What follows belongs to an exercise in optimizing a design on an open flow for small area, a short achievable clock period and few clock cycles per item; a production flow would make more cautious choices. Only simulation tests tie the RTL to the original design; equivalence was not proved. Power and IR drop assume default switching activity.

==> design/flow/config.mk <==
export PLATFORM = sky130hd
export DESIGN_NAME = axf_top
export DESIGN_NICKNAME = axf_top
export VERILOG_FILES = /design/flow/design.v
export SDC_FILE = /design/flow/constraint.sdc
export NUM_CORES = 4
export LEC_CHECK = 0
export CAP_MARGIN = 20
export CORE_MARGIN = 2
export CORE_UTILIZATION = 30
export SETUP_SLACK_MARGIN = 4.5
export SLEW_MARGIN = 20
==> design/flow/constraint.sdc <==
create_clock -name core_clock -period 10.0 [get_ports {clk}]
set_input_delay 2.0000 -clock core_clock [delete_from_list [all_inputs] [get_ports {clk}]]
set_output_delay 2.0000 -clock core_clock [all_outputs]
set_load 0.01 [all_outputs]
==> design/flow/design.v <==
`default_nettype none
package axf_pkg;
        localparam int COORD_W   = 16;                   
        localparam int DATA_W    = 32;
        localparam int ADDR_W    = 6;
        localparam int CTRL_BITS = 3;
        localparam logic [5:0] ADDR_CONTROL = 6'h00;
        localparam logic [5:0] ADDR_STATUS  = 6'h04;
        localparam logic [5:0] ADDR_A       = 6'h08;
        localparam logic [5:0] ADDR_B       = 6'h0C;
        localparam logic [5:0] ADDR_D       = 6'h10;
        localparam logic [5:0] ADDR_E       = 6'h14;
        localparam logic [5:0] ADDR_TX      = 6'h18;
        localparam logic [5:0] ADDR_TY      = 6'h1C;
        localparam logic [5:0] ADDR_XIN     = 6'h20;
        localparam logic [5:0] ADDR_YIN     = 6'h24;
        localparam logic [5:0] ADDR_XOUT    = 6'h28;
        localparam logic [5:0] ADDR_YOUT    = 6'h2C;
endpackage
`default_nettype wire
`default_nettype none
module axf_regfile (
        input  logic        clk,
        input  logic        rst_n,
        input  logic [5:0]  address_i,
        input  logic [31:0] data_in_i,
        input  logic [1:0]  data_write_n_i,
        output logic [15:0] a_o, b_o, d_o, e_o, tx_o, ty_o, x_o, y_o,
        output logic [7:0]  set_o,           
        output logic [7:0]  wr_sel_o,        
        output logic [15:0] wr_val_o,        
        output logic [2:0]  ctrl_o,
        output logic        start_o
);
        logic        write_en;
        logic [15:0] wr_val;
        logic [7:0]  wr_sel;
        logic [15:0] a_q, b_q, d_q, e_q, tx_q, ty_q, x_q, y_q;
        logic [7:0]  set_q;
        logic [2:0]  ctrl_q;
        assign write_en = (data_write_n_i != 2'b11);
        assign wr_val   = data_in_i[15:0];
        always_comb begin
                wr_sel = '0;
                if (write_en) begin
                        case (address_i)
                                axf_pkg::ADDR_A:   wr_sel[0] = 1'b1;
                                axf_pkg::ADDR_B:   wr_sel[1] = 1'b1;
                                axf_pkg::ADDR_D:   wr_sel[2] = 1'b1;
                                axf_pkg::ADDR_E:   wr_sel[3] = 1'b1;
                                axf_pkg::ADDR_TX:  wr_sel[4] = 1'b1;
                                axf_pkg::ADDR_TY:  wr_sel[5] = 1'b1;
                                axf_pkg::ADDR_XIN: wr_sel[6] = 1'b1;
                                axf_pkg::ADDR_YIN: wr_sel[7] = 1'b1;
                                default: ;
                        endcase
                end
        end
        always_ff @(posedge clk) begin
                if (wr_sel[0]) a_q  <= wr_val;
                if (wr_sel[1]) b_q  <= wr_val;
                if (wr_sel[2]) d_q  <= wr_val;
                if (wr_sel[3]) e_q  <= wr_val;
                if (wr_sel[4]) tx_q <= wr_val;
                if (wr_sel[5]) ty_q <= wr_val;
                if (wr_sel[6]) x_q  <= wr_val;
                if (wr_sel[7]) y_q  <= wr_val;
        end
        always_ff @(posedge clk or negedge rst_n) begin
                if (!rst_n) begin
                        set_q  <= '0;
                        ctrl_q <= '0;
                end else begin
                        set_q <= set_q | wr_sel;
                        if (write_en && address_i == axf_pkg::ADDR_CONTROL)
                                ctrl_q <= data_in_i[2:0];
                end
        end
        assign start_o = write_en && (address_i == axf_pkg::ADDR_CONTROL) && data_in_i[0];
        assign a_o = a_q;  assign b_o = b_q;  assign d_o = d_q;  assign e_o = e_q;
        assign tx_o = tx_q; assign ty_o = ty_q; assign x_o = x_q; assign y_o = y_q;
        assign set_o    = set_q;
        assign wr_sel_o = wr_sel;
        assign wr_val_o = wr_val;
        assign ctrl_o   = ctrl_q;
endmodule
`default_nettype wire
`default_nettype none
module axf_engine (
        input  logic        clk,
        input  logic        rst_n,
        input  logic        start_i,
        input  logic [7:0]  wr_sel_i,        
        input  logic [15:0] wr_val_i,
        input  logic [15:0] a_i, b_i, d_i, e_i, tx_i, ty_i, x_i, y_i,
        input  logic [7:0]  set_i,           
        output logic        busy_o,
        output logic [15:0] res_x_o,
        output logic [15:0] res_y_o
);
        logic        op_sx_q, op_sy_q, op_x_q, op_y_q;
        logic        op_sx_d, op_sy_d, op_x_d, op_y_d;
        logic [15:0] opc_q, opv_q;               
        logic        k_tx_q, k_ty_q;             
        logic        sx_stale_q, sy_stale_q;     
        logic        sx_stale_d, sy_stale_d;
        logic [15:0] sx_q, sy_q;
        logic        busy_q, need_x_q;           
        logic        busy_d, need_x_d;
        logic [15:0] res_x_q, res_y_q;
        logic        wr_by, wr_dx, run;
        logic [7:0]  set_d;
        logic [15:0] c_reg, v_reg, opc_d, opv_d, op_k, mac_p;
        logic        c_new, v_new;
        assign wr_by = wr_sel_i[1] | wr_sel_i[7] | wr_sel_i[4];
        assign wr_dx = wr_sel_i[2] | wr_sel_i[6] | wr_sel_i[5];
        assign sx_stale_d = wr_by || (sx_stale_q && !op_sx_q);
        assign sy_stale_d = wr_dx || (sy_stale_q && !op_sy_q);
        assign busy_d     = busy_q ? !op_y_q : start_i;
        assign need_x_d   = busy_q ? (need_x_q && !op_x_q) : start_i;
        assign set_d      = set_i | wr_sel_i;
        assign run     = busy_d && !sx_stale_d && !sy_stale_d;
        assign op_sx_d = sx_stale_d;
        assign op_sy_d = !sx_stale_d && sy_stale_d;
        assign op_x_d  = run && need_x_d;
        assign op_y_d  = run && !need_x_d;
        assign c_reg = ({16{op_sx_d && set_d[1]}} & b_i) | ({16{op_sy_d && set_d[2]}} & d_i)
                     | ({16{op_x_d  && set_d[0]}} & a_i) | ({16{op_y_d  && set_d[3]}} & e_i);
        assign c_new = (op_sx_d && wr_sel_i[1]) || (op_sy_d && wr_sel_i[2])
                     || (op_x_d && wr_sel_i[0]) || (op_y_d && wr_sel_i[3]);
        assign opc_d = c_new ? wr_val_i : c_reg;
        assign v_reg = ({16{(op_sx_d || op_y_d) && set_d[7]}} & y_i)
                     | ({16{(op_sy_d || op_x_d) && set_d[6]}} & x_i);
        assign v_new = ((op_sx_d || op_y_d) && wr_sel_i[7]) || ((op_sy_d || op_x_d) && wr_sel_i[6]);
        assign opv_d = v_new ? wr_val_i : v_reg;
        always_ff @(posedge clk) begin
                opc_q <= opc_d;
                opv_q <= opv_d;
        end
        always_ff @(posedge clk or negedge rst_n) begin
                if (!rst_n) begin
                        op_sx_q    <= 1'b0;
                        op_sy_q    <= 1'b0;
                        op_x_q     <= 1'b0;
                        op_y_q     <= 1'b0;
                        k_tx_q     <= 1'b0;
                        k_ty_q     <= 1'b0;
                        sx_stale_q <= 1'b1;
                        sy_stale_q <= 1'b1;
                        busy_q     <= 1'b0;
                        need_x_q   <= 1'b0;
                end else begin
                        op_sx_q    <= op_sx_d;
                        op_sy_q    <= op_sy_d;
                        op_x_q     <= op_x_d;
                        op_y_q     <= op_y_d;
                        k_tx_q     <= op_sx_d && set_d[4];
                        k_ty_q     <= op_sy_d && set_d[5];
                        sx_stale_q <= sx_stale_d;
                        sy_stale_q <= sy_stale_d;
                        busy_q     <= busy_d;
                        need_x_q   <= need_x_d;
                end
        end
        assign op_k = ({16{k_tx_q}} & tx_i) | ({16{k_ty_q}} & ty_i)
                    | ({16{op_x_q}} & sx_q) | ({16{op_y_q}} & sy_q);
        axf_mac mac_inst (
                .c      (opc_q),
                .v      (opv_q),
                .k1     (op_k),
                .p      (mac_p)
        );
        always_ff @(posedge clk) begin
                if (op_sx_q) sx_q <= mac_p;
                if (op_sy_q) sy_q <= mac_p;
                if (op_x_q)  res_x_q <= mac_p;
                if (op_y_q)  res_y_q <= mac_p;
        end
        assign busy_o  = busy_q;
        assign res_x_o = res_x_q;
        assign res_y_o = res_y_q;
endmodule
`default_nettype wire
`default_nettype none
module axf_mac (
        input  wire [15:0] c,
        input  wire [15:0] v,
        input  wire [15:0] k1,
        output wire [15:0] p
);
wire t_1 = (c[0] & v[12]) ^ (c[1] & v[11]);
wire t_2 = (c[0] & v[12]) & (c[1] & v[11]);
wire t_3 = (c[0] & v[13]) ^ (c[1] & v[12]) ^ (c[2] & v[11]);
wire t_4 = ((c[0] & v[13]) & (c[1] & v[12])) | ((c[0] & v[13]) & (c[2] & v[11])) | ((c[1] & v[12]) & (c[2] & v[11]));
wire t_5 = (c[3] & v[10]) ^ (c[4] & v[9]);
wire t_6 = (c[3] & v[10]) & (c[4] & v[9]);
wire t_7 = (c[0] & v[14]) ^ (c[1] & v[13]) ^ (c[2] & v[12]);
wire t_8 = ((c[0] & v[14]) & (c[1] & v[13])) | ((c[0] & v[14]) & (c[2] & v[12])) | ((c[1] & v[13]) & (c[2] & v[12]));
wire t_9 = (c[3] & v[11]) ^ (c[4] & v[10]) ^ (c[5] & v[9]);
wire t_10 = ((c[3] & v[11]) & (c[4] & v[10])) | ((c[3] & v[11]) & (c[5] & v[9])) | ((c[4] & v[10]) & (c[5] & v[9]));
wire t_11 = (c[6] & v[8]) ^ (c[7] & v[7]);
wire t_12 = (c[6] & v[8]) & (c[7] & v[7]);
wire t_13 = ~(c[0] & v[15]) ^ (c[1] & v[14]) ^ (c[2] & v[13]);
wire t_14 = (~(c[0] & v[15]) & (c[1] & v[14])) | (~(c[0] & v[15]) & (c[2] & v[13])) | ((c[1] & v[14]) & (c[2] & v[13]));
wire t_15 = (c[3] & v[12]) ^ (c[4] & v[11]) ^ (c[5] & v[10]);
wire t_16 = ((c[3] & v[12]) & (c[4] & v[11])) | ((c[3] & v[12]) & (c[5] & v[10])) | ((c[4] & v[11]) & (c[5] & v[10]));
wire t_17 = (c[6] & v[9]) ^ (c[7] & v[8]) ^ (c[8] & v[7]);
wire t_18 = ((c[6] & v[9]) & (c[7] & v[8])) | ((c[6] & v[9]) & (c[8] & v[7])) | ((c[7] & v[8]) & (c[8] & v[7]));
wire t_19 = (c[9] & v[6]) ^ (c[10] & v[5]);
wire t_20 = (c[9] & v[6]) & (c[10] & v[5]);
wire t_21 = 1'b1 ^ ~(c[1] & v[15]) ^ (c[2] & v[14]);
wire t_22 = (1'b1 & ~(c[1] & v[15])) | (1'b1 & (c[2] & v[14])) | (~(c[1] & v[15]) & (c[2] & v[14]));
wire t_23 = (c[3] & v[13]) ^ (c[4] & v[12]) ^ (c[5] & v[11]);
wire t_24 = ((c[3] & v[13]) & (c[4] & v[12])) | ((c[3] & v[13]) & (c[5] & v[11])) | ((c[4] & v[12]) & (c[5] & v[11]));
wire t_25 = (c[6] & v[10]) ^ (c[7] & v[9]) ^ (c[8] & v[8]);
wire t_26 = ((c[6] & v[10]) & (c[7] & v[9])) | ((c[6] & v[10]) & (c[8] & v[8])) | ((c[7] & v[9]) & (c[8] & v[8]));
wire t_27 = (c[9] & v[7]) ^ (c[10] & v[6]) ^ (c[11] & v[5]);
wire t_28 = ((c[9] & v[7]) & (c[10] & v[6])) | ((c[9] & v[7]) & (c[11] & v[5])) | ((c[10] & v[6]) & (c[11] & v[5]));
wire t_29 = ~(c[2] & v[15]) ^ (c[3] & v[14]) ^ (c[4] & v[13]);
wire t_30 = (~(c[2] & v[15]) & (c[3] & v[14])) | (~(c[2] & v[15]) & (c[4] & v[13])) | ((c[3] & v[14]) & (c[4] & v[13]));
wire t_31 = (c[5] & v[12]) ^ (c[6] & v[11]) ^ (c[7] & v[10]);
wire t_32 = ((c[5] & v[12]) & (c[6] & v[11])) | ((c[5] & v[12]) & (c[7] & v[10])) | ((c[6] & v[11]) & (c[7] & v[10]));
wire t_33 = (c[8] & v[9]) ^ (c[9] & v[8]) ^ (c[10] & v[7]);
wire t_34 = ((c[8] & v[9]) & (c[9] & v[8])) | ((c[8] & v[9]) & (c[10] & v[7])) | ((c[9] & v[8]) & (c[10] & v[7]));
wire t_35 = ~(c[3] & v[15]) ^ (c[4] & v[14]) ^ (c[5] & v[13]);
wire t_36 = (~(c[3] & v[15]) & (c[4] & v[14])) | (~(c[3] & v[15]) & (c[5] & v[13])) | ((c[4] & v[14]) & (c[5] & v[13]));
wire t_37 = (c[6] & v[12]) ^ (c[7] & v[11]) ^ (c[8] & v[10]);
wire t_38 = ((c[6] & v[12]) & (c[7] & v[11])) | ((c[6] & v[12]) & (c[8] & v[10])) | ((c[7] & v[11]) & (c[8] & v[10]));
wire t_39 = ~(c[4] & v[15]) ^ (c[5] & v[14]) ^ (c[6] & v[13]);
wire t_40 = (~(c[4] & v[15]) & (c[5] & v[14])) | (~(c[4] & v[15]) & (c[6] & v[13])) | ((c[5] & v[14]) & (c[6] & v[13]));
wire t_41 = (c[0] & v[8]) ^ (c[1] & v[7]);
wire t_42 = (c[0] & v[8]) & (c[1] & v[7]);
wire t_43 = (c[0] & v[9]) ^ (c[1] & v[8]) ^ (c[2] & v[7]);
wire t_44 = ((c[0] & v[9]) & (c[1] & v[8])) | ((c[0] & v[9]) & (c[2] & v[7])) | ((c[1] & v[8]) & (c[2] & v[7]));
wire t_45 = (c[3] & v[6]) ^ (c[4] & v[5]);
wire t_46 = (c[3] & v[6]) & (c[4] & v[5]);
wire t_47 = (c[0] & v[10]) ^ (c[1] & v[9]) ^ (c[2] & v[8]);
wire t_48 = ((c[0] & v[10]) & (c[1] & v[9])) | ((c[0] & v[10]) & (c[2] & v[8])) | ((c[1] & v[9]) & (c[2] & v[8]));
wire t_49 = (c[3] & v[7]) ^ (c[4] & v[6]) ^ (c[5] & v[5]);
wire t_50 = ((c[3] & v[7]) & (c[4] & v[6])) | ((c[3] & v[7]) & (c[5] & v[5])) | ((c[4] & v[6]) & (c[5] & v[5]));
wire t_51 = (c[6] & v[4]) ^ (c[7] & v[3]);
wire t_52 = (c[6] & v[4]) & (c[7] & v[3]);
wire t_53 = (c[0] & v[11]) ^ (c[1] & v[10]) ^ (c[2] & v[9]);
wire t_54 = ((c[0] & v[11]) & (c[1] & v[10])) | ((c[0] & v[11]) & (c[2] & v[9])) | ((c[1] & v[10]) & (c[2] & v[9]));
wire t_55 = (c[3] & v[8]) ^ (c[4] & v[7]) ^ (c[5] & v[6]);
wire t_56 = ((c[3] & v[8]) & (c[4] & v[7])) | ((c[3] & v[8]) & (c[5] & v[6])) | ((c[4] & v[7]) & (c[5] & v[6]));
wire t_57 = (c[6] & v[5]) ^ (c[7] & v[4]) ^ (c[8] & v[3]);
wire t_58 = ((c[6] & v[5]) & (c[7] & v[4])) | ((c[6] & v[5]) & (c[8] & v[3])) | ((c[7] & v[4]) & (c[8] & v[3]));
wire t_59 = (c[9] & v[2]) ^ (c[10] & v[1]);
wire t_60 = (c[9] & v[2]) & (c[10] & v[1]);
wire t_61 = (c[2] & v[10]) ^ (c[3] & v[9]) ^ (c[4] & v[8]);
wire t_62 = ((c[2] & v[10]) & (c[3] & v[9])) | ((c[2] & v[10]) & (c[4] & v[8])) | ((c[3] & v[9]) & (c[4] & v[8]));
wire t_63 = (c[5] & v[7]) ^ (c[6] & v[6]) ^ (c[7] & v[5]);
wire t_64 = ((c[5] & v[7]) & (c[6] & v[6])) | ((c[5] & v[7]) & (c[7] & v[5])) | ((c[6] & v[6]) & (c[7] & v[5]));
wire t_65 = (c[8] & v[4]) ^ (c[9] & v[3]) ^ (c[10] & v[2]);
wire t_66 = ((c[8] & v[4]) & (c[9] & v[3])) | ((c[8] & v[4]) & (c[10] & v[2])) | ((c[9] & v[3]) & (c[10] & v[2]));
wire t_67 = (c[11] & v[1]) ^ (c[12] & v[0]) ^ t_1;
wire t_68 = ((c[11] & v[1]) & (c[12] & v[0])) | ((c[11] & v[1]) & t_1) | ((c[12] & v[0]) & t_1);
wire t_69 = (c[5] & v[8]) ^ (c[6] & v[7]) ^ (c[7] & v[6]);
wire t_70 = ((c[5] & v[8]) & (c[6] & v[7])) | ((c[5] & v[8]) & (c[7] & v[6])) | ((c[6] & v[7]) & (c[7] & v[6]));
wire t_71 = (c[8] & v[5]) ^ (c[9] & v[4]) ^ (c[10] & v[3]);
wire t_72 = ((c[8] & v[5]) & (c[9] & v[4])) | ((c[8] & v[5]) & (c[10] & v[3])) | ((c[9] & v[4]) & (c[10] & v[3]));
wire t_73 = (c[11] & v[2]) ^ (c[12] & v[1]) ^ (c[13] & v[0]);
wire t_74 = ((c[11] & v[2]) & (c[12] & v[1])) | ((c[11] & v[2]) & (c[13] & v[0])) | ((c[12] & v[1]) & (c[13] & v[0]));
wire t_75 = t_2 ^ t_5 ^ t_3;
wire t_76 = (t_2 & t_5) | (t_2 & t_3) | (t_5 & t_3);
wire t_77 = (c[8] & v[6]) ^ (c[9] & v[5]) ^ (c[10] & v[4]);
wire t_78 = ((c[8] & v[6]) & (c[9] & v[5])) | ((c[8] & v[6]) & (c[10] & v[4])) | ((c[9] & v[5]) & (c[10] & v[4]));
wire t_79 = (c[11] & v[3]) ^ (c[12] & v[2]) ^ (c[13] & v[1]);
wire t_80 = ((c[11] & v[3]) & (c[12] & v[2])) | ((c[11] & v[3]) & (c[13] & v[1])) | ((c[12] & v[2]) & (c[13] & v[1]));
wire t_81 = (c[14] & v[0]) ^ t_6 ^ t_11;
wire t_82 = ((c[14] & v[0]) & t_6) | ((c[14] & v[0]) & t_11) | (t_6 & t_11);
wire t_83 = t_4 ^ t_7 ^ t_9;
wire t_84 = (t_4 & t_7) | (t_4 & t_9) | (t_7 & t_9);
wire t_85 = (c[11] & v[4]) ^ (c[12] & v[3]) ^ (c[13] & v[2]);
wire t_86 = ((c[11] & v[4]) & (c[12] & v[3])) | ((c[11] & v[4]) & (c[13] & v[2])) | ((c[12] & v[3]) & (c[13] & v[2]));
wire t_87 = (c[14] & v[1]) ^ ~(c[15] & v[0]) ^ t_12;
wire t_88 = ((c[14] & v[1]) & ~(c[15] & v[0])) | ((c[14] & v[1]) & t_12) | (~(c[15] & v[0]) & t_12);
wire t_89 = t_19 ^ t_8 ^ t_10;
wire t_90 = (t_19 & t_8) | (t_19 & t_10) | (t_8 & t_10);
wire t_91 = t_13 ^ t_15 ^ t_17;
wire t_92 = (t_13 & t_15) | (t_13 & t_17) | (t_15 & t_17);
wire t_93 = (c[12] & v[4]) ^ (c[13] & v[3]) ^ (c[14] & v[2]);
wire t_94 = ((c[12] & v[4]) & (c[13] & v[3])) | ((c[12] & v[4]) & (c[14] & v[2])) | ((c[13] & v[3]) & (c[14] & v[2]));
wire t_95 = ~(c[15] & v[1]) ^ t_20 ^ t_14;
wire t_96 = (~(c[15] & v[1]) & t_20) | (~(c[15] & v[1]) & t_14) | (t_20 & t_14);
wire t_97 = t_16 ^ t_18 ^ t_21;
wire t_98 = (t_16 & t_18) | (t_16 & t_21) | (t_18 & t_21);
wire t_99 = t_23 ^ t_25 ^ t_27;
wire t_100 = (t_23 & t_25) | (t_23 & t_27) | (t_25 & t_27);
wire t_101 = (c[11] & v[6]) ^ (c[12] & v[5]) ^ (c[13] & v[4]);
wire t_102 = ((c[11] & v[6]) & (c[12] & v[5])) | ((c[11] & v[6]) & (c[13] & v[4])) | ((c[12] & v[5]) & (c[13] & v[4]));
wire t_103 = (c[14] & v[3]) ^ ~(c[15] & v[2]) ^ t_22;
wire t_104 = ((c[14] & v[3]) & ~(c[15] & v[2])) | ((c[14] & v[3]) & t_22) | (~(c[15] & v[2]) & t_22);
wire t_105 = t_24 ^ t_26 ^ t_28;
wire t_106 = (t_24 & t_26) | (t_24 & t_28) | (t_26 & t_28);
wire t_107 = t_29 ^ t_31 ^ t_33;
wire t_108 = (t_29 & t_31) | (t_29 & t_33) | (t_31 & t_33);
wire t_109 = (c[9] & v[9]) ^ (c[10] & v[8]) ^ (c[11] & v[7]);
wire t_110 = ((c[9] & v[9]) & (c[10] & v[8])) | ((c[9] & v[9]) & (c[11] & v[7])) | ((c[10] & v[8]) & (c[11] & v[7]));
wire t_111 = (c[12] & v[6]) ^ (c[13] & v[5]) ^ (c[14] & v[4]);
wire t_112 = ((c[12] & v[6]) & (c[13] & v[5])) | ((c[12] & v[6]) & (c[14] & v[4])) | ((c[13] & v[5]) & (c[14] & v[4]));
wire t_113 = ~(c[15] & v[3]) ^ t_30 ^ t_32;
wire t_114 = (~(c[15] & v[3]) & t_30) | (~(c[15] & v[3]) & t_32) | (t_30 & t_32);
wire t_115 = t_34 ^ t_35 ^ t_37;
wire t_116 = (t_34 & t_35) | (t_34 & t_37) | (t_35 & t_37);
wire t_117 = (c[7] & v[12]) ^ (c[8] & v[11]) ^ (c[9] & v[10]);
wire t_118 = ((c[7] & v[12]) & (c[8] & v[11])) | ((c[7] & v[12]) & (c[9] & v[10])) | ((c[8] & v[11]) & (c[9] & v[10]));
wire t_119 = (c[10] & v[9]) ^ (c[11] & v[8]) ^ (c[12] & v[7]);
wire t_120 = ((c[10] & v[9]) & (c[11] & v[8])) | ((c[10] & v[9]) & (c[12] & v[7])) | ((c[11] & v[8]) & (c[12] & v[7]));
wire t_121 = (c[13] & v[6]) ^ (c[14] & v[5]) ^ ~(c[15] & v[4]);
wire t_122 = ((c[13] & v[6]) & (c[14] & v[5])) | ((c[13] & v[6]) & ~(c[15] & v[4])) | ((c[14] & v[5]) & ~(c[15] & v[4]));
wire t_123 = t_36 ^ t_38 ^ t_39;
wire t_124 = (t_36 & t_38) | (t_36 & t_39) | (t_38 & t_39);
wire t_125 = ~(c[5] & v[15]) ^ (c[6] & v[14]) ^ (c[7] & v[13]);
wire t_126 = (~(c[5] & v[15]) & (c[6] & v[14])) | (~(c[5] & v[15]) & (c[7] & v[13])) | ((c[6] & v[14]) & (c[7] & v[13]));
wire t_127 = (c[8] & v[12]) ^ (c[9] & v[11]) ^ (c[10] & v[10]);
wire t_128 = ((c[8] & v[12]) & (c[9] & v[11])) | ((c[8] & v[12]) & (c[10] & v[10])) | ((c[9] & v[11]) & (c[10] & v[10]));
wire t_129 = (c[11] & v[9]) ^ (c[12] & v[8]) ^ (c[13] & v[7]);
wire t_130 = ((c[11] & v[9]) & (c[12] & v[8])) | ((c[11] & v[9]) & (c[13] & v[7])) | ((c[12] & v[8]) & (c[13] & v[7]));
wire t_131 = (c[14] & v[6]) ^ ~(c[15] & v[5]) ^ t_40;
wire t_132 = ((c[14] & v[6]) & ~(c[15] & v[5])) | ((c[14] & v[6]) & t_40) | (~(c[15] & v[5]) & t_40);
wire t_133 = ~(c[6] & v[15]) ^ (c[7] & v[14]) ^ (c[8] & v[13]);
wire t_134 = (~(c[6] & v[15]) & (c[7] & v[14])) | (~(c[6] & v[15]) & (c[8] & v[13])) | ((c[7] & v[14]) & (c[8] & v[13]));
wire t_135 = (c[9] & v[12]) ^ (c[10] & v[11]) ^ (c[11] & v[10]);
wire t_136 = ((c[9] & v[12]) & (c[10] & v[11])) | ((c[9] & v[12]) & (c[11] & v[10])) | ((c[10] & v[11]) & (c[11] & v[10]));
wire t_137 = (c[12] & v[9]) ^ (c[13] & v[8]) ^ (c[14] & v[7]);
wire t_138 = ((c[12] & v[9]) & (c[13] & v[8])) | ((c[12] & v[9]) & (c[14] & v[7])) | ((c[13] & v[8]) & (c[14] & v[7]));
wire t_139 = ~(c[7] & v[15]) ^ (c[8] & v[14]) ^ (c[9] & v[13]);
wire t_140 = (~(c[7] & v[15]) & (c[8] & v[14])) | (~(c[7] & v[15]) & (c[9] & v[13])) | ((c[8] & v[14]) & (c[9] & v[13]));
wire t_141 = (c[10] & v[12]) ^ (c[11] & v[11]) ^ (c[12] & v[10]);
wire t_142 = ((c[10] & v[12]) & (c[11] & v[11])) | ((c[10] & v[12]) & (c[12] & v[10])) | ((c[11] & v[11]) & (c[12] & v[10]));
wire t_143 = ~(c[8] & v[15]) ^ (c[9] & v[14]) ^ (c[10] & v[13]);
wire t_144 = (~(c[8] & v[15]) & (c[9] & v[14])) | (~(c[8] & v[15]) & (c[10] & v[13])) | ((c[9] & v[14]) & (c[10] & v[13]));
wire t_145 = (c[0] & v[6]) ^ (c[1] & v[5]);
wire t_146 = (c[0] & v[6]) & (c[1] & v[5]);
wire t_147 = (c[0] & v[7]) ^ (c[1] & v[6]) ^ (c[2] & v[5]);
wire t_148 = ((c[0] & v[7]) & (c[1] & v[6])) | ((c[0] & v[7]) & (c[2] & v[5])) | ((c[1] & v[6]) & (c[2] & v[5]));
wire t_149 = (c[3] & v[4]) ^ (c[4] & v[3]);
wire t_150 = (c[3] & v[4]) & (c[4] & v[3]);
wire t_151 = (c[2] & v[6]) ^ (c[3] & v[5]) ^ (c[4] & v[4]);
wire t_152 = ((c[2] & v[6]) & (c[3] & v[5])) | ((c[2] & v[6]) & (c[4] & v[4])) | ((c[3] & v[5]) & (c[4] & v[4]));
wire t_153 = (c[5] & v[3]) ^ (c[6] & v[2]) ^ (c[7] & v[1]);
wire t_154 = ((c[5] & v[3]) & (c[6] & v[2])) | ((c[5] & v[3]) & (c[7] & v[1])) | ((c[6] & v[2]) & (c[7] & v[1]));
wire t_155 = (c[8] & v[0]) ^ t_41;
wire t_156 = (c[8] & v[0]) & t_41;
wire t_157 = (c[5] & v[4]) ^ (c[6] & v[3]) ^ (c[7] & v[2]);
wire t_158 = ((c[5] & v[4]) & (c[6] & v[3])) | ((c[5] & v[4]) & (c[7] & v[2])) | ((c[6] & v[3]) & (c[7] & v[2]));
wire t_159 = (c[8] & v[1]) ^ (c[9] & v[0]) ^ t_42;
wire t_160 = ((c[8] & v[1]) & (c[9] & v[0])) | ((c[8] & v[1]) & t_42) | ((c[9] & v[0]) & t_42);
wire t_161 = t_45 ^ t_43 ^ k1[1];
wire t_162 = (t_45 & t_43) | (t_45 & k1[1]) | (t_43 & k1[1]);
wire t_163 = (c[8] & v[2]) ^ (c[9] & v[1]) ^ (c[10] & v[0]);
wire t_164 = ((c[8] & v[2]) & (c[9] & v[1])) | ((c[8] & v[2]) & (c[10] & v[0])) | ((c[9] & v[1]) & (c[10] & v[0]));
wire t_165 = t_46 ^ t_51 ^ t_44;
wire t_166 = (t_46 & t_51) | (t_46 & t_44) | (t_51 & t_44);
wire t_167 = t_47 ^ t_49 ^ k1[2];
wire t_168 = (t_47 & t_49) | (t_47 & k1[2]) | (t_49 & k1[2]);
wire t_169 = (c[11] & v[0]) ^ t_52 ^ t_59;
wire t_170 = ((c[11] & v[0]) & t_52) | ((c[11] & v[0]) & t_59) | (t_52 & t_59);
wire t_171 = t_48 ^ t_50 ^ t_53;
wire t_172 = (t_48 & t_50) | (t_48 & t_53) | (t_50 & t_53);
wire t_173 = t_55 ^ t_57 ^ k1[3];
wire t_174 = (t_55 & t_57) | (t_55 & k1[3]) | (t_57 & k1[3]);
wire t_175 = t_60 ^ t_54 ^ t_56;
wire t_176 = (t_60 & t_54) | (t_60 & t_56) | (t_54 & t_56);
wire t_177 = t_58 ^ t_61 ^ t_63;
wire t_178 = (t_58 & t_61) | (t_58 & t_63) | (t_61 & t_63);
wire t_179 = t_65 ^ t_67 ^ k1[4];
wire t_180 = (t_65 & t_67) | (t_65 & k1[4]) | (t_67 & k1[4]);
wire t_181 = t_62 ^ t_64 ^ t_66;
wire t_182 = (t_62 & t_64) | (t_62 & t_66) | (t_64 & t_66);
wire t_183 = t_69 ^ t_71 ^ t_73;
wire t_184 = (t_69 & t_71) | (t_69 & t_73) | (t_71 & t_73);
wire t_185 = t_68 ^ k1[5] ^ t_75;
wire t_186 = (t_68 & k1[5]) | (t_68 & t_75) | (k1[5] & t_75);
wire t_187 = t_70 ^ t_72 ^ t_74;
wire t_188 = (t_70 & t_72) | (t_70 & t_74) | (t_72 & t_74);
wire t_189 = t_77 ^ t_79 ^ t_81;
wire t_190 = (t_77 & t_79) | (t_77 & t_81) | (t_79 & t_81);
wire t_191 = t_76 ^ k1[6] ^ t_83;
wire t_192 = (t_76 & k1[6]) | (t_76 & t_83) | (k1[6] & t_83);
wire t_193 = t_78 ^ t_80 ^ t_85;
wire t_194 = (t_78 & t_80) | (t_78 & t_85) | (t_80 & t_85);
wire t_195 = t_87 ^ t_82 ^ t_89;
wire t_196 = (t_87 & t_82) | (t_87 & t_89) | (t_82 & t_89);
wire t_197 = t_84 ^ k1[7] ^ t_91;
wire t_198 = (t_84 & k1[7]) | (t_84 & t_91) | (k1[7] & t_91);
wire t_199 = t_86 ^ t_93 ^ t_88;
wire t_200 = (t_86 & t_93) | (t_86 & t_88) | (t_93 & t_88);
wire t_201 = t_90 ^ t_95 ^ t_92;
wire t_202 = (t_90 & t_95) | (t_90 & t_92) | (t_95 & t_92);
wire t_203 = k1[8] ^ t_97 ^ t_99;
wire t_204 = (k1[8] & t_97) | (k1[8] & t_99) | (t_97 & t_99);
wire t_205 = t_94 ^ t_101 ^ t_96;
wire t_206 = (t_94 & t_101) | (t_94 & t_96) | (t_101 & t_96);
wire t_207 = t_103 ^ t_105 ^ t_98;
wire t_208 = (t_103 & t_105) | (t_103 & t_98) | (t_105 & t_98);
wire t_209 = t_100 ^ k1[9] ^ t_107;
wire t_210 = (t_100 & k1[9]) | (t_100 & t_107) | (k1[9] & t_107);
wire t_211 = t_102 ^ t_109 ^ t_111;
wire t_212 = (t_102 & t_109) | (t_102 & t_111) | (t_109 & t_111);
wire t_213 = t_104 ^ t_106 ^ t_113;
wire t_214 = (t_104 & t_106) | (t_104 & t_113) | (t_106 & t_113);
wire t_215 = t_108 ^ k1[10] ^ t_115;
wire t_216 = (t_108 & k1[10]) | (t_108 & t_115) | (k1[10] & t_115);
wire t_217 = t_110 ^ t_112 ^ t_117;
wire t_218 = (t_110 & t_112) | (t_110 & t_117) | (t_112 & t_117);
wire t_219 = t_119 ^ t_121 ^ t_114;
wire t_220 = (t_119 & t_121) | (t_119 & t_114) | (t_121 & t_114);
wire t_221 = t_116 ^ k1[11] ^ t_123;
wire t_222 = (t_116 & k1[11]) | (t_116 & t_123) | (k1[11] & t_123);
wire t_223 = t_118 ^ t_120 ^ t_122;
wire t_224 = (t_118 & t_120) | (t_118 & t_122) | (t_120 & t_122);
wire t_225 = t_125 ^ t_127 ^ t_129;
wire t_226 = (t_125 & t_127) | (t_125 & t_129) | (t_127 & t_129);
wire t_227 = t_131 ^ t_124 ^ k1[12];
wire t_228 = (t_131 & t_124) | (t_131 & k1[12]) | (t_124 & k1[12]);
wire t_229 = ~(c[15] & v[6]) ^ t_126 ^ t_128;
wire t_230 = (~(c[15] & v[6]) & t_126) | (~(c[15] & v[6]) & t_128) | (t_126 & t_128);
wire t_231 = t_130 ^ t_133 ^ t_135;
wire t_232 = (t_130 & t_133) | (t_130 & t_135) | (t_133 & t_135);
wire t_233 = t_137 ^ t_132 ^ k1[13];
wire t_234 = (t_137 & t_132) | (t_137 & k1[13]) | (t_132 & k1[13]);
wire t_235 = (c[13] & v[9]) ^ (c[14] & v[8]) ^ ~(c[15] & v[7]);
wire t_236 = ((c[13] & v[9]) & (c[14] & v[8])) | ((c[13] & v[9]) & ~(c[15] & v[7])) | ((c[14] & v[8]) & ~(c[15] & v[7]));
wire t_237 = t_134 ^ t_136 ^ t_138;
wire t_238 = (t_134 & t_136) | (t_134 & t_138) | (t_136 & t_138);
wire t_239 = t_139 ^ t_141 ^ k1[14];
wire t_240 = (t_139 & t_141) | (t_139 & k1[14]) | (t_141 & k1[14]);
wire t_241 = (c[11] & v[12]) ^ (c[12] & v[11]) ^ (c[13] & v[10]);
wire t_242 = ((c[11] & v[12]) & (c[12] & v[11])) | ((c[11] & v[12]) & (c[13] & v[10])) | ((c[12] & v[11]) & (c[13] & v[10]));
wire t_243 = (c[14] & v[9]) ^ ~(c[15] & v[8]) ^ t_140;
wire t_244 = ((c[14] & v[9]) & ~(c[15] & v[8])) | ((c[14] & v[9]) & t_140) | (~(c[15] & v[8]) & t_140);
wire t_245 = t_142 ^ t_143 ^ k1[15];
wire t_246 = (t_142 & t_143) | (t_142 & k1[15]) | (t_143 & k1[15]);
wire t_247 = (c[0] & v[4]) ^ (c[1] & v[3]);
wire t_248 = (c[0] & v[4]) & (c[1] & v[3]);
wire t_249 = (c[0] & v[5]) ^ (c[1] & v[4]) ^ (c[2] & v[3]);
wire t_250 = ((c[0] & v[5]) & (c[1] & v[4])) | ((c[0] & v[5]) & (c[2] & v[3])) | ((c[1] & v[4]) & (c[2] & v[3]));
wire t_251 = (c[3] & v[2]) ^ (c[4] & v[1]);
wire t_252 = (c[3] & v[2]) & (c[4] & v[1]);
wire t_253 = (c[2] & v[4]) ^ (c[3] & v[3]) ^ (c[4] & v[2]);
wire t_254 = ((c[2] & v[4]) & (c[3] & v[3])) | ((c[2] & v[4]) & (c[4] & v[2])) | ((c[3] & v[3]) & (c[4] & v[2]));
wire t_255 = (c[5] & v[1]) ^ (c[6] & v[0]) ^ t_145;
wire t_256 = ((c[5] & v[1]) & (c[6] & v[0])) | ((c[5] & v[1]) & t_145) | ((c[6] & v[0]) & t_145);
wire t_257 = (c[5] & v[2]) ^ (c[6] & v[1]) ^ (c[7] & v[0]);
wire t_258 = ((c[5] & v[2]) & (c[6] & v[1])) | ((c[5] & v[2]) & (c[7] & v[0])) | ((c[6] & v[1]) & (c[7] & v[0]));
wire t_259 = t_146 ^ t_149 ^ t_147;
wire t_260 = (t_146 & t_149) | (t_146 & t_147) | (t_149 & t_147);
wire t_261 = t_150 ^ t_148 ^ t_151;
wire t_262 = (t_150 & t_148) | (t_150 & t_151) | (t_148 & t_151);
wire t_263 = t_153 ^ t_155 ^ k1[0];
wire t_264 = (t_153 & t_155) | (t_153 & k1[0]) | (t_155 & k1[0]);
wire t_265 = t_152 ^ t_154 ^ t_157;
wire t_266 = (t_152 & t_154) | (t_152 & t_157) | (t_154 & t_157);
wire t_267 = t_156 ^ t_159 ^ t_161;
wire t_268 = (t_156 & t_159) | (t_156 & t_161) | (t_159 & t_161);
wire t_269 = t_158 ^ t_163 ^ t_160;
wire t_270 = (t_158 & t_163) | (t_158 & t_160) | (t_163 & t_160);
wire t_271 = t_165 ^ t_162 ^ t_167;
wire t_272 = (t_165 & t_162) | (t_165 & t_167) | (t_162 & t_167);
wire t_273 = t_164 ^ t_169 ^ t_166;
wire t_274 = (t_164 & t_169) | (t_164 & t_166) | (t_169 & t_166);
wire t_275 = t_171 ^ t_168 ^ t_173;
wire t_276 = (t_171 & t_168) | (t_171 & t_173) | (t_168 & t_173);
wire t_277 = t_170 ^ t_175 ^ t_172;
wire t_278 = (t_170 & t_175) | (t_170 & t_172) | (t_175 & t_172);
wire t_279 = t_177 ^ t_174 ^ t_179;
wire t_280 = (t_177 & t_174) | (t_177 & t_179) | (t_174 & t_179);
wire t_281 = t_176 ^ t_181 ^ t_178;
wire t_282 = (t_176 & t_181) | (t_176 & t_178) | (t_181 & t_178);
wire t_283 = t_183 ^ t_180 ^ t_185;
wire t_284 = (t_183 & t_180) | (t_183 & t_185) | (t_180 & t_185);
wire t_285 = t_182 ^ t_187 ^ t_184;
wire t_286 = (t_182 & t_187) | (t_182 & t_184) | (t_187 & t_184);
wire t_287 = t_189 ^ t_186 ^ t_191;
wire t_288 = (t_189 & t_186) | (t_189 & t_191) | (t_186 & t_191);
wire t_289 = t_188 ^ t_193 ^ t_190;
wire t_290 = (t_188 & t_193) | (t_188 & t_190) | (t_193 & t_190);
wire t_291 = t_195 ^ t_192 ^ t_197;
wire t_292 = (t_195 & t_192) | (t_195 & t_197) | (t_192 & t_197);
wire t_293 = t_194 ^ t_199 ^ t_196;
wire t_294 = (t_194 & t_199) | (t_194 & t_196) | (t_199 & t_196);
wire t_295 = t_198 ^ t_201 ^ t_203;
wire t_296 = (t_198 & t_201) | (t_198 & t_203) | (t_201 & t_203);
wire t_297 = t_200 ^ t_205 ^ t_202;
wire t_298 = (t_200 & t_205) | (t_200 & t_202) | (t_205 & t_202);
wire t_299 = t_204 ^ t_207 ^ t_209;
wire t_300 = (t_204 & t_207) | (t_204 & t_209) | (t_207 & t_209);
wire t_301 = t_211 ^ t_206 ^ t_208;
wire t_302 = (t_211 & t_206) | (t_211 & t_208) | (t_206 & t_208);
wire t_303 = t_213 ^ t_210 ^ t_215;
wire t_304 = (t_213 & t_210) | (t_213 & t_215) | (t_210 & t_215);
wire t_305 = t_212 ^ t_217 ^ t_219;
wire t_306 = (t_212 & t_217) | (t_212 & t_219) | (t_217 & t_219);
wire t_307 = t_214 ^ t_216 ^ t_221;
wire t_308 = (t_214 & t_216) | (t_214 & t_221) | (t_216 & t_221);
wire t_309 = t_223 ^ t_218 ^ t_225;
wire t_310 = (t_223 & t_218) | (t_223 & t_225) | (t_218 & t_225);
wire t_311 = t_220 ^ t_222 ^ t_227;
wire t_312 = (t_220 & t_222) | (t_220 & t_227) | (t_222 & t_227);
wire t_313 = t_224 ^ t_229 ^ t_226;
wire t_314 = (t_224 & t_229) | (t_224 & t_226) | (t_229 & t_226);
wire t_315 = t_231 ^ t_228 ^ t_233;
wire t_316 = (t_231 & t_228) | (t_231 & t_233) | (t_228 & t_233);
wire t_317 = t_235 ^ t_230 ^ t_237;
wire t_318 = (t_235 & t_230) | (t_235 & t_237) | (t_230 & t_237);
wire t_319 = t_232 ^ t_234 ^ t_239;
wire t_320 = (t_232 & t_234) | (t_232 & t_239) | (t_234 & t_239);
wire t_321 = t_236 ^ t_241 ^ t_238;
wire t_322 = (t_236 & t_241) | (t_236 & t_238) | (t_241 & t_238);
wire t_323 = t_243 ^ t_240 ^ t_245;
wire t_324 = (t_243 & t_240) | (t_243 & t_245) | (t_240 & t_245);
wire t_325 = (c[0] & v[3]) ^ (c[1] & v[2]);
wire t_326 = (c[0] & v[3]) & (c[1] & v[2]);
wire t_327 = (c[2] & v[2]) ^ (c[3] & v[1]) ^ (c[4] & v[0]);
wire t_328 = ((c[2] & v[2]) & (c[3] & v[1])) | ((c[2] & v[2]) & (c[4] & v[0])) | ((c[3] & v[1]) & (c[4] & v[0]));
wire t_329 = (c[5] & v[0]) ^ t_248 ^ t_251;
wire t_330 = ((c[5] & v[0]) & t_248) | ((c[5] & v[0]) & t_251) | (t_248 & t_251);
wire t_331 = t_252 ^ t_250 ^ t_253;
wire t_332 = (t_252 & t_250) | (t_252 & t_253) | (t_250 & t_253);
wire t_333 = t_254 ^ t_257 ^ t_256;
wire t_334 = (t_254 & t_257) | (t_254 & t_256) | (t_257 & t_256);
wire t_335 = t_258 ^ t_260 ^ t_261;
wire t_336 = (t_258 & t_260) | (t_258 & t_261) | (t_260 & t_261);
wire t_337 = t_262 ^ t_265 ^ t_264;
wire t_338 = (t_262 & t_265) | (t_262 & t_264) | (t_265 & t_264);
wire t_339 = t_266 ^ t_269 ^ t_268;
wire t_340 = (t_266 & t_269) | (t_266 & t_268) | (t_269 & t_268);
wire t_341 = t_270 ^ t_273 ^ t_272;
wire t_342 = (t_270 & t_273) | (t_270 & t_272) | (t_273 & t_272);
wire t_343 = t_274 ^ t_277 ^ t_276;
wire t_344 = (t_274 & t_277) | (t_274 & t_276) | (t_277 & t_276);
wire t_345 = t_278 ^ t_281 ^ t_280;
wire t_346 = (t_278 & t_281) | (t_278 & t_280) | (t_281 & t_280);
wire t_347 = t_282 ^ t_285 ^ t_284;
wire t_348 = (t_282 & t_285) | (t_282 & t_284) | (t_285 & t_284);
wire t_349 = t_286 ^ t_289 ^ t_288;
wire t_350 = (t_286 & t_289) | (t_286 & t_288) | (t_289 & t_288);
wire t_351 = t_290 ^ t_293 ^ t_292;
wire t_352 = (t_290 & t_293) | (t_290 & t_292) | (t_293 & t_292);
wire t_353 = t_294 ^ t_297 ^ t_296;
wire t_354 = (t_294 & t_297) | (t_294 & t_296) | (t_297 & t_296);
wire t_355 = t_298 ^ t_301 ^ t_300;
wire t_356 = (t_298 & t_301) | (t_298 & t_300) | (t_301 & t_300);
wire t_357 = t_302 ^ t_305 ^ t_304;
wire t_358 = (t_302 & t_305) | (t_302 & t_304) | (t_305 & t_304);
wire t_359 = t_309 ^ t_306 ^ t_308;
wire t_360 = (t_309 & t_306) | (t_309 & t_308) | (t_306 & t_308);
wire t_361 = t_310 ^ t_313 ^ t_312;
wire t_362 = (t_310 & t_313) | (t_310 & t_312) | (t_313 & t_312);
wire t_363 = t_314 ^ t_317 ^ t_316;
wire t_364 = (t_314 & t_317) | (t_314 & t_316) | (t_317 & t_316);
wire t_365 = t_321 ^ t_318 ^ t_320;
wire t_366 = (t_321 & t_318) | (t_321 & t_320) | (t_318 & t_320);
wire t_367 = (c[0] & v[2]) ^ (c[1] & v[1]);
wire t_368 = (c[0] & v[2]) & (c[1] & v[1]);
wire t_369 = (c[2] & v[1]) ^ (c[3] & v[0]) ^ t_325;
wire t_370 = ((c[2] & v[1]) & (c[3] & v[0])) | ((c[2] & v[1]) & t_325) | ((c[3] & v[0]) & t_325);
wire t_371 = t_326 ^ t_247 ^ t_327;
wire t_372 = (t_326 & t_247) | (t_326 & t_327) | (t_247 & t_327);
wire t_373 = t_328 ^ t_249 ^ t_329;
wire t_374 = (t_328 & t_249) | (t_328 & t_329) | (t_249 & t_329);
wire t_375 = t_330 ^ t_255 ^ t_331;
wire t_376 = (t_330 & t_255) | (t_330 & t_331) | (t_255 & t_331);
wire t_377 = t_332 ^ t_259 ^ t_333;
wire t_378 = (t_332 & t_259) | (t_332 & t_333) | (t_259 & t_333);
wire t_379 = t_334 ^ t_263 ^ t_335;
wire t_380 = (t_334 & t_263) | (t_334 & t_335) | (t_263 & t_335);
wire t_381 = t_336 ^ t_337 ^ t_267;
wire t_382 = (t_336 & t_337) | (t_336 & t_267) | (t_337 & t_267);
wire t_383 = t_338 ^ t_271 ^ t_339;
wire t_384 = (t_338 & t_271) | (t_338 & t_339) | (t_271 & t_339);
wire t_385 = t_275 ^ t_340 ^ t_341;
wire t_386 = (t_275 & t_340) | (t_275 & t_341) | (t_340 & t_341);
wire t_387 = t_279 ^ t_342 ^ t_343;
wire t_388 = (t_279 & t_342) | (t_279 & t_343) | (t_342 & t_343);
wire t_389 = t_283 ^ t_344 ^ t_345;
wire t_390 = (t_283 & t_344) | (t_283 & t_345) | (t_344 & t_345);
wire t_391 = t_287 ^ t_346 ^ t_347;
wire t_392 = (t_287 & t_346) | (t_287 & t_347) | (t_346 & t_347);
wire t_393 = t_291 ^ t_348 ^ t_349;
wire t_394 = (t_291 & t_348) | (t_291 & t_349) | (t_348 & t_349);
wire t_395 = t_295 ^ t_350 ^ t_351;
wire t_396 = (t_295 & t_350) | (t_295 & t_351) | (t_350 & t_351);
wire t_397 = t_299 ^ t_352 ^ t_353;
wire t_398 = (t_299 & t_352) | (t_299 & t_353) | (t_352 & t_353);
wire t_399 = t_303 ^ t_354 ^ t_355;
wire t_400 = (t_303 & t_354) | (t_303 & t_355) | (t_354 & t_355);
wire t_401 = t_307 ^ t_356 ^ t_357;
wire t_402 = (t_307 & t_356) | (t_307 & t_357) | (t_356 & t_357);
wire t_403 = t_311 ^ t_358 ^ t_359;
wire t_404 = (t_311 & t_358) | (t_311 & t_359) | (t_358 & t_359);
wire t_405 = t_315 ^ t_360 ^ t_361;
wire t_406 = (t_315 & t_360) | (t_315 & t_361) | (t_360 & t_361);
wire t_407 = t_319 ^ t_362 ^ t_363;
wire t_408 = (t_319 & t_362) | (t_319 & t_363) | (t_362 & t_363);
wire t_409 = t_323 ^ t_364 ^ t_365;
wire t_410 = (t_323 & t_364) | (t_323 & t_365) | (t_364 & t_365);
wire [23:0] r0 = {t_409, t_407, t_405, t_403, t_401, t_399, t_397, t_395, t_393, t_391, t_389, t_387, t_385, t_383, t_381, t_379, t_377, t_375, t_373, t_371, t_369, (c[2] & v[0]), (c[0] & v[1]), (c[0] & v[0])};
wire [23:0] r1 = {t_408, t_406, t_404, t_402, t_400, t_398, t_396, t_394, t_392, t_390, t_388, t_386, t_384, t_382, t_380, t_378, t_376, t_374, t_372, t_370, t_368, t_367, (c[1] & v[0]), 1'b0};
wire [23:0] s = r0 + r1;
assign p = s[23:8];
endmodule
`default_nettype wire
`default_nettype none
module axf_readback (
        input  logic        clk,
        input  logic        rst_n,
        input  logic [5:0]  address_i,
        input  logic [2:0]  ctrl_i,
        input  logic        start_i,
        input  logic        busy_i,
        input  logic [15:0] res_x_i,
        input  logic [15:0] res_y_i,
        output logic [31:0] data_out_o
);
        logic done_q;
        logic done;
        logic sel_x, sel_y;
        always_ff @(posedge clk or negedge rst_n) begin
                if (!rst_n)
                        done_q <= 1'b0;
                else if (start_i && !busy_i)
                        done_q <= 1'b0;
                else if (busy_i)
                        done_q <= 1'b1;
        end
        assign done = done_q && !busy_i;
        assign sel_x = (address_i == axf_pkg::ADDR_XOUT) && done;
        assign sel_y = (address_i == axf_pkg::ADDR_YOUT) && done;
        always_comb begin
                data_out_o = '0;
                if (address_i == axf_pkg::ADDR_CONTROL)
                        data_out_o[2:0] = ctrl_i;
                if (address_i == axf_pkg::ADDR_STATUS)
                        data_out_o[1:0] = {busy_i, done};
                data_out_o = data_out_o
                           | ({32{sel_x}} & {{16{res_x_i[15]}}, res_x_i})
                           | ({32{sel_y}} & {{16{res_y_i[15]}}, res_y_i});
        end
endmodule
`default_nettype wire
`default_nettype none
module axf_top (
        input  logic        clk,
        input  logic        rst_n,
        input  logic [5:0]  address_i,
        input  logic [31:0] data_in_i,
        input  logic [1:0]  data_write_n_i,
        output logic [31:0] data_out_o
);
        logic [15:0] a, b, d, e, tx, ty, x, y;
        logic [2:0]  ctrl;
        logic [7:0]  set;
        logic [7:0]  wr_sel;
        logic [15:0] wr_val;
        logic        start;
        logic        busy;
        logic [15:0] res_x, res_y;
        axf_regfile regfile_inst (
                .clk            (clk),
                .rst_n          (rst_n),
                .address_i      (address_i),
                .data_in_i      (data_in_i),
                .data_write_n_i (data_write_n_i),
                .a_o (a), .b_o (b), .d_o (d), .e_o (e),
                .tx_o (tx), .ty_o (ty), .x_o (x), .y_o (y),
                .set_o          (set),
                .ctrl_o         (ctrl),
                .wr_sel_o       (wr_sel),
                .wr_val_o       (wr_val),
                .start_o        (start)
        );
        axf_engine engine_inst (
                .clk            (clk),
                .rst_n          (rst_n),
                .start_i        (start),
                .wr_sel_i       (wr_sel),
                .wr_val_i       (wr_val),
                .a_i (a), .b_i (b), .d_i (d), .e_i (e),
                .tx_i (tx), .ty_i (ty), .x_i (x), .y_i (y),
                .set_i          (set),
                .busy_o         (busy),
                .res_x_o        (res_x),
                .res_y_o        (res_y)
        );
        axf_readback readback_inst (
                .clk            (clk),
                .rst_n          (rst_n),
                .address_i      (address_i),
                .ctrl_i         (ctrl),
                .start_i        (start),
                .busy_i         (busy),
                .res_x_i        (res_x),
                .res_y_i        (res_y),
                .data_out_o     (data_out_o)
        );
endmodule
`default_nettype wire
==> design/flow/run.sh <==
#!/bin/bash
# synth_recipe.tcl (not shown) runs the flow's synth.tcl, then flattens the netlist and writes it again
# the make line also repeats each setting of config.mk as NAME=value (left out here)
make -C /OpenROAD-flow-scripts/flow DESIGN_CONFIG=/design/flow/config.mk WORK_HOME=/design/flow/orfs CLKGATE_MAP_FILE= SYNTH_SCRIPT=/design/flow/synth_recipe.tcl finish
==> metrics.md, run 1 <==
| Metric | Value |
|---|---|
| Final max-slew violation count | `0` |
| Worst-margin pin slew | `1.101 ns` |
| I/O pin count | `74` |
| DIE AREA | `54280 sq um` |
| Avg Vias per Cell | `4.744` |
| TritonCTS clock tree | `yes` |
| Synth Register Bits | `246` |
| Clock Tree Buf Depth | `3` |
| Gr ovfl total | `0` |
| DRC | `0` |
| Die width | `233.0 microns` |
| Tot GR Track Use | `14.24%` |
| Syn nets | `1540` |
| Slew margin rel. | `26.62%` |
| Pwr dens | `358.1 nW/um^2` |
| Tcrit/Tclk final | `54.55%` |
| Slack of the worst reg-to-reg path | `4.65 ns` |
| Hold Path Class | `flop to flop` |
| Root Buffer | `clkbuf_16` |
| Static leakage | `7.329 nW` |
| RSZ-0062 raised after global routing | `true` |
| CP Launch Type | `primary input` |
| Worst Slack Setup Final | `4.545 ns` |
| R2R cell count | `17` |
| Final net count | `1605` |
| Final core occ | `35.73%` |
| DRT Pass-1 Iters | `5` |
| Die Span Y | `233.0 microns` |
| Via count | `9697` |
| Commonest non-fill, non-tap cells in the layout | `196 x inv_1, 192 x edfxtp_1, 179 x fa_1` |
| Met2 Usage GRT | `23.70%` |
| Fin crit period | `5.455 ns` |
| Number of global-route vias before repair | `10.30k` |
| Worst hold path startpoint | `regfile_inst.set_q[4]$_DFF_PN0_` |
| Core region area | `51610 sq um` |
| Diodes inserted | `0` |
| Unique masters post-synth | `63` |
| Worst skew pair latency | `0.54 ns` |
| Drt wl/cell | `18.67 microns` |
| Final Hold Fails | `0` |
| TritonCTS Sinks | `246` |
| Setup TNS | `0 ns` |
| VDD IR-drop max | `0.0005087 V` |
| Post-route antenna net violation count | `0` |
| Mapped Avg Cell Area | `12.29 sq um` |
| Layout cell share with drive strength beyond 1 | `17.38%` |
| GR peak layer | `met2` |
| Setup Viol. Count Final | `0` |
| Reg clk slew, reported paths | `0.06 ns` |
| First-pass GRT wire length | `59310 microns` |
| Top_reg_cell synth | `edfxtp_1` |
| H-tree depth | `1` |
| IO Port Bufs | `57` |
| Critical Path Sink Type | `output pin` |
| Maxcap violations | `0` |
| Crit path max fanout | `5` |
| Sequential share of the synthesized area | `44.24%` |
| WS Path Type | `primary input to output pin` |
| Row cnt | `83` |
| Fmax | `183.3 MHz` |
| Total Wirelength | `38160 microns` |
| Synth-to-layout area growth | `17.26%` |
| Post-synth EDFFs | `192` |
| WHS | `0.4548 ns` |
| Cells after Synth | `1280` |
| Largest net degree at the start of global routing | `34` |
| Antenna violations before repair | `1` |
| Met1 Resource Use GR | `19.31%` |
| CP required | `8.00 ns` |
| Reg2Reg Launch Point | `engine_inst.opv_q[11]$_DFF_P_` |
| Hold Crit Depth | `1` |
| Met3 Use GR | `2.120%` |
| Initial Utilization | `30.47%` |
| Async set-reset flop share out of synthesis | `8.943%` |
| Status | `no timing/DRC/antenna violations` |
| Synth warnings | `3` |
| DP Wirelength | `26200 microns` |
| Final setup skew | `0.01645 ns` |
| 1st-iter DRT viols | `680` |
| Final GP Congestion | `0.8124` |
| Min-Delay Endpoint | `regfile_inst.set_q[4]$_DFF_PN0_` |
| Synthesized cell area | `15730 sq um` |
| Most common cell after layout, fill and taps aside | `inv_1` |
| Reg-to-reg endpoint | `engine_inst.res_x_q[8]$_DFFE_PP_` |
| Worst EP arrival | `3.46 ns` |
| Total CTS buffers | `25` |
| Cts hold-fix bufs | `0` |
| DP Worst Slack | `3.153 ns` |
-- cell families after synthesis --
logic type,after synthesis,synth area share [%]
simple gates,336,11.45
buf+inv,268,6.960
flops,246,44.24
fa+ha+maj,218,25.93
compound gates,162,8.090
xor+xnor,31,1.726
mux,19,1.591
-- per-layer routing --
| metal | wire length, microns | part of all wire [%] | vias up |
|---|---|---|---|
| met2 | 18580 | 49 | 277 |
| li1 | - | - | 4356 |
| met5 | 0 | 0 | - |
| met4 | 1028 | 2.7 | 0 |
| met1 | 16500 | 43 | 5008 |
| met3 | 2049 | 5.4 | 56 |
-- registers in the layout (all words and copies together) (netlist names), 16 cells and up --
register	flops
engine_inst.opc_q	16
engine_inst.opv_q	16
engine_inst.res_x_q	16
engine_inst.res_y_q	16
engine_inst.sx_q	16
engine_inst.sy_q	16
regfile_inst.a_q	16
regfile_inst.b_q	16
regfile_inst.d_q	16
regfile_inst.e_q	16
regfile_inst.tx_q	16
regfile_inst.ty_q	16
regfile_inst.x_q	16
regfile_inst.y_q	16
-- cells in the mapped netlist (all sizes together), types with 8 or more instances --
master | number | area, sq um
dfxtp | 32 | 640.6
a22oi | 36 | 270.3
xnor2 | 23 | 201.4
fa | 180 | 3603
xor2 | 8 | 70.07
nor2 | 30 | 115.1
ha | 38 | 475.5
edfxtp | 192 | 5766
dfrtp | 20 | 500.5
inv | 199 | 747.0
clkbuf | 47 | 176.4
a21oi | 28 | 140.1
buf | 21 | 162.7
a22o | 36 | 315.3
mux2 | 18 | 240.2
a221oi | 9 | 78.83
a221o | 18 | 180.2
and2 | 138 | 865.8
nand2 | 119 | 446.7
-- worst max-delay path, cell delays in order --
cell and delay [ns]:
buf_2 0.15, or4b_4 0.58, nor2_4 0.12, buf_6 0.13
buf_6 0.11, a22o_4 0.13, clkdlybuf4s15_2 0.23
-- how the worst max path moves through the flow --
stage | startpoint | endpoint | slack [ns] | cells past startpoint
floorplan | address_i[2] | data_out_o[16] | 4.62 | 4
global placement | address_i[2] | data_out_o[25] | 2.97 | 5
detailed placement | address_i[3] | data_out_o[17] | 3.15 | 5
CTS | address_i[2] | data_out_o[17] | 4.46 | 7
global route | engine_inst.opc_q[5]$_DFF_P_ | engine_inst.sx_q[14]$_DFFE_PP_ | 4.47 | 16
finish | address_i[0] | data_out_o[19] | 4.54 | 7
-- cell type report --
| type | instances | area [sq um] |
|---|---|---|
| clock inverter | 11 | 177.7 |
| multi-input combinational | 768 | 8026 |
| tap | 680 | 850.8 |
| inverter | 200 | 755.7 |
| timing repair buffer | 104 | 888.4 |
| clock buffer | 35 | 693.2 |
| fill | 4916 | 33170 |
| sequential | 246 | 7052 |
-- what timing repair did --
| item | 4_1_cts | 5_1_grt |
|---|---|---|
| pin swaps | 15 | 19 |
| cloned | 1 | 2 |
| setup buffers | 23 | 15 |
| endpoints found under the setup margin | 68 | 60 |
| hold endpoints to repair | 0 | 0 |
| resized for setup | 184 | 64 |
-- through the flow --
stage                     instances  power (W)  cell area (sq um)
after detailed placement       1957   0.005084              16900
after global routing           2044   0.007030              18440
final                          2044   0.006605              18440
after floorplan                1280   0.004073              15730
after CTS                      2027   0.006386              18190
after global placement         1956   0.005007              16870
-- where the power goes --
group          total, W  switching [W]  internal, W
sequential      0.00212       0.000300      0.00182
clock          0.000976       0.000384     0.000592
combinational   0.00351        0.00207      0.00144
total           0.00661        0.00275      0.00385
Testbench counts, summed over its fixed seeds: cycles 9,504, transforms 1,152.
==> run 2, diff against run 1 <==
--- a/design/flow/config.mk
+++ b/design/flow/config.mk
@@ -8,5 +8,5 @@
 export CAP_MARGIN = 20
 export CORE_MARGIN = 2
 export CORE_UTILIZATION = 30
-export SETUP_SLACK_MARGIN = 4.5
+export SETUP_SLACK_MARGIN = 4.8
 export SLEW_MARGIN = 20
==> run 2 against run 1 <==
Compared with the run above:
- worst hold slack got worse by 0.0081 ns
- fmax is 1.0% higher
- via count up 3.6%
- critical endpoint is now engine_inst.sx_q[13]$_DFFE_PP_
- cell area rose by 3.8%
- largest cell class unchanged
- still clean on timing, DRC and antenna
- total power increased by 12%
- area after synthesis stayed put
==> metrics.md, run 2 <==
| Metric | Value |
|---|---|
| Total Wirelength | `39690 microns (+4.0%)` |
| DIE AREA | `54280 sq um (unchanged)` |
| Synth area leader | `edfxtp_1` |
| Clock network power share | `12.0% (-2.8 points)` |
| Antenna violations before repair | `1 (unchanged)` |
| Drt wl/cell | `18.96 microns (+1.6%)` |
| Total CTS buffers | `25 (unchanged)` |
| Number of global-route vias before repair | `10.80k (+4.8%)` |
| Dpl cell area | `16940 sq um (+0.25%)` |
| Sw Pwr | `0.003110 W (+13%)` |
| Die width | `233.0 microns (unchanged)` |
| Final net count | `1654 (+3.1%)` |
| Mapped Avg Cell Area | `12.29 sq um (unchanged)` |
| Row cnt | `83 (unchanged)` |
| Worst EP arrival | `5.70 ns (+2.24 ns)` |
| Cts hold-fix bufs | `0 (unchanged)` |
| CP required | `10.30 ns (+2.30 ns)` |
| Tot GR Track Use | `14.79% (+0.55 points)` |
| Sequential share of the synthesized area | `44.24% (unchanged)` |
| Switching Fraction | `42.05% (+0.35 points)` |
| H-tree depth | `1 (unchanged)` |
| Final max-slew violation count | `0 (unchanged)` |
| Static leakage | `7.650 nW (+4.4%)` |
| Async set-reset flop share out of synthesis | `8.943% (unchanged)` |
| Post-route antenna net violation count | `0 (unchanged)` |
| IO Port Bufs | `57 (unchanged)` |
| Synth cell count leaders | `199 x inv_1, 192 x edfxtp_1, 180 x fa_1` |
| Reg clk slew, reported paths | `0.06 ns (about the same)` |
| Synth Register Bits | `246 (unchanged)` |
| Synthesized cell area | `15730 sq um (unchanged)` |
| Internal | `0.004286 W (+11%)` |
| Crit path max fanout | `5 (unchanged)` |
| Worst skew pair latency | `0.53 ns (about the same)` |
| Max incr delay on CP | `0.54 ns (-0.04 ns)` |
| Die Span Y | `233.0 microns (unchanged)` |
| WS Path Type | `flop to flop` |
| Cells after Synth | `1280 (unchanged)` |
| Initial Utilization | `30.47% (unchanged)` |
| Combinational group share of total power | `60.4% (+7.3 points)` |
| Most common cell after layout, fill and taps aside | `edfxtp_1` |
| Avg Vias per Cell | `4.799 (+1.2%)` |
| Final instance area | `19150 sq um (+3.8%)` |
| Gr ovfl total | `0 (unchanged)` |
| Most used cell, CP | `fa_1` |
| Most common cell in the netlist | `inv_1` |
| Synth-to-layout area growth | `21.77%` |
| Synth warnings | `3 (unchanged)` |
| Root Buffer | `clkbuf_16` |
| Worst-margin pin slew | `1.080 ns (-0.02124 ns)` |
| Unique masters post-synth | `63 (unchanged)` |
| Flop pwr share | `27.6% (-4.6 points)` |
| Pwr dens | `386.1 nW/um^2 (+7.8%)` |
| Critical Path Sink Type | `flop` |
| Via count | `10.04k (+3.6%)` |
| Fin crit period | `5.401 ns (-0.05427 ns)` |
| RSZ-0062 raised after global routing | `true` |
| CP cell instances | `buf_8 -> and2_4 -> fa_1 -> inv_2 -> fa_1 -> fa_1 -> fa_2 -> inv_2 -> fa_1 -> fa_1 -> ha_4 -> and4_4 -> nand2_4 -> buf_4 -> o311ai_4 -> a21oi_2 -> xnor2_2` |
| Post-synth EDFFs | `192 (unchanged)` |
| Diodes inserted | `0 (unchanged)` |
| CP Launch Type | `flop` |
| Core region area | `51610 sq um (unchanged)` |
| Crit path buf inv count | `4 (unchanged)` |
| Post-synth top area share | `36.66% (unchanged)` |
| Hold Path Class | `flop to flop` |
| Commonest non-fill, non-tap cells in the layout | `192 x edfxtp_1, 177 x inv_1, 165 x fa_1` |
| Top_reg_cell synth | `edfxtp_1` |
| Crit-path leading delay family | `adder cells` |
| Largest net degree at the start of global routing | `34 (unchanged)` |
| Final GP Congestion | `0.8285 (+2.0%)` |
| 1st-iter DRT viols | `681 (+0.15%)` |
| Setup TNS | `0 ns (unchanged)` |
| DRC | `0 (unchanged)` |
| Ranking of synthesized cells by area | `edfxtp_1 37%, fa_1 23%, and2_1 5.4%` |
| I/O pin count | `74 (unchanged)` |
| Slew margin rel. | `28.03% (+1.4 points)` |
| Status | `no timing/DRC/antenna violations` |
| Maxcap violations | `0 (unchanged)` |
| Fmax | `185.1 MHz (+1.0%)` |
| Syn nets | `1540 (unchanged)` |
| DP Wirelength | `26610 microns (+1.6%)` |
| Layout cell share with drive strength beyond 1 | `24.35% (+7.0 points)` |
| VDD IR-drop max | `0.0005319 V (+4.6%)` |
| Slowest-stage cell, CP | `fa_1` |
| First-pass GRT wire length | `61470 microns (+3.6%)` |
| Tcrit/Tclk final | `54.01% (-0.54 points)` |
| Final setup skew | `0.02077 ns (+0.004312 ns)` |
| Clock Tree Buf Depth | `3 (unchanged)` |
| TritonCTS clock tree | `yes` |
| TritonCTS Sinks | `246 (unchanged)` |
| Final Hold Fails | `0 (unchanged)` |
| DRT Pass-1 Iters | `5 (unchanged)` |
| Setup Viol. Count Final | `0 (unchanged)` |
-- run 2: routing by layer --
| layer | global-route usage [%] | routed length [microns] | up-vias |
|---|---|---|---|
| met5 | 0 | 18 | - |
| met4 | 5.314 | 1313 | 2 |
| met3 | 2.145 | 1918 | 80 |
| met2 | 24.66 | 19320 | 274 |
| met1 | 19.57 | 17120 | 5232 |
| li1 | - | - | 4456 |
-- run 2: stage by stage --
step,util (%),setup slack (ns),hold WS (ns),power (W),std cells
5_1_grt,37.11,4.474,0.4704,0.007845,2093
3_5_place_dp,32.82,3.378,0.4336,0.005155,1959
6_report,37.11,4.599,0.4467,0.007396,2093
3_3_place_gp,32.78,3.425,0.4330,0.005035,1959
2_1_floorplan,-,4.802,0.4205,0.004082,1280
4_1_cts,35.97,4.597,0.4489,0.006870,2057
-- run 2: final timing paths --
path                                                       from                          endpoint  slack, ns  cells past startpoint
worst min-delay path            regfile_inst.set_q[4]$_DFF_PN0_   regfile_inst.set_q[4]$_DFF_PN0_       0.45                      1
max in group asynchronous                                 rst_n  engine_inst.sy_stale_q$_DFF_PN1_       8.20                      1
worst min register to register  regfile_inst.set_q[4]$_DFF_PN0_   regfile_inst.set_q[4]$_DFF_PN0_       0.45                      1
min in group asynchronous                                 rst_n    engine_inst.need_x_q$_DFF_PN0_       1.43                      1
worst max register to register     engine_inst.opv_q[9]$_DFF_P_    engine_inst.sx_q[13]$_DFFE_PP_       4.60                     17
worst max-delay path               engine_inst.opv_q[9]$_DFF_P_    engine_inst.sx_q[13]$_DFFE_PP_       4.60                     17
-- run 2: repair_timing --
action | in CTS | in global routing
hold endpoints to repair | 0 | 0
setup buffers | 49 | 36
pin swaps | 50 | 57
cloned | 3 | 0
endpoints found under the setup margin | 105 | 78
resized for setup | 291 | 87
-- run 2: area by class of cell --
| type | instances | area [sq um] |
|---|---|---|
| clock buffers | 32 | 671.9 |
| multi-input cells | 768 | 8290 |
| inverters | 200 | 755.7 |
| well taps | 680 | 850.8 |
| flip-flops and latches | 246 | 7044 |
| fillers | 4870 | 32460 |
| clock inverters | 14 | 113.9 |
| repair buffers | 153 | 1426 |
-- run 2: power by group through the flow --
stage / sequential [W] / clock (W) / combinational, W
after floorplan: 0.00190 / 0 / 0.00218
after global placement: 0.00212 / 0 / 0.00292
after detailed placement: 0.00213 / 0 / 0.00303
after CTS: 0.00207 / 0.000903 / 0.00390
after global routing: 0.00206 / 0.000946 / 0.00484
final: 0.00204 / 0.000888 / 0.00447
-- run 2: logic make-up after synthesis --
logic type,after synthesis,share of synthesized area [%]
buffers and inverters,268,6.960
AND/OR/NAND/NOR,336,11.45
flip-flops,246,44.24
XOR/XNOR,31,1.726
adder cells (fa/ha/maj),218,25.93
multiplexers,19,1.591
AO/OA/AOI/OAI,162,8.090

-- afterwards: timing with drivers on the ports --
No port has a modelled driver above. Below, the same layouts with a new extraction and two added sets of constraints. Step 1: set_driving_cell puts a clkbuf_16 on clk and a buf_2 on each other input, an assumption about the parent block. Step 2, shift: input delay + t, output delay - t, t = (earliest + latest rising clock arrival at the registers) / 2. This alone moves slack from input paths to output paths. Three values: ideal, step 1, step 2; two values: the first two.
run | shift t [ns] | setup slack, ns | worst hold slack (ns)
run 1 | 0.579 | 4.545 / 4.526 / 4.277 | 0.455 / 0.455 / 0.455
run 2 | 0.573 | 4.599 / 4.572 / 4.572 | 0.447 / 0.447 / 0.447
After both steps setup and hold are still met in every run listed. The setup slack of run 1, which loses most, moves by -0.019 ns with the drivers and by -0.268 ns with both steps.
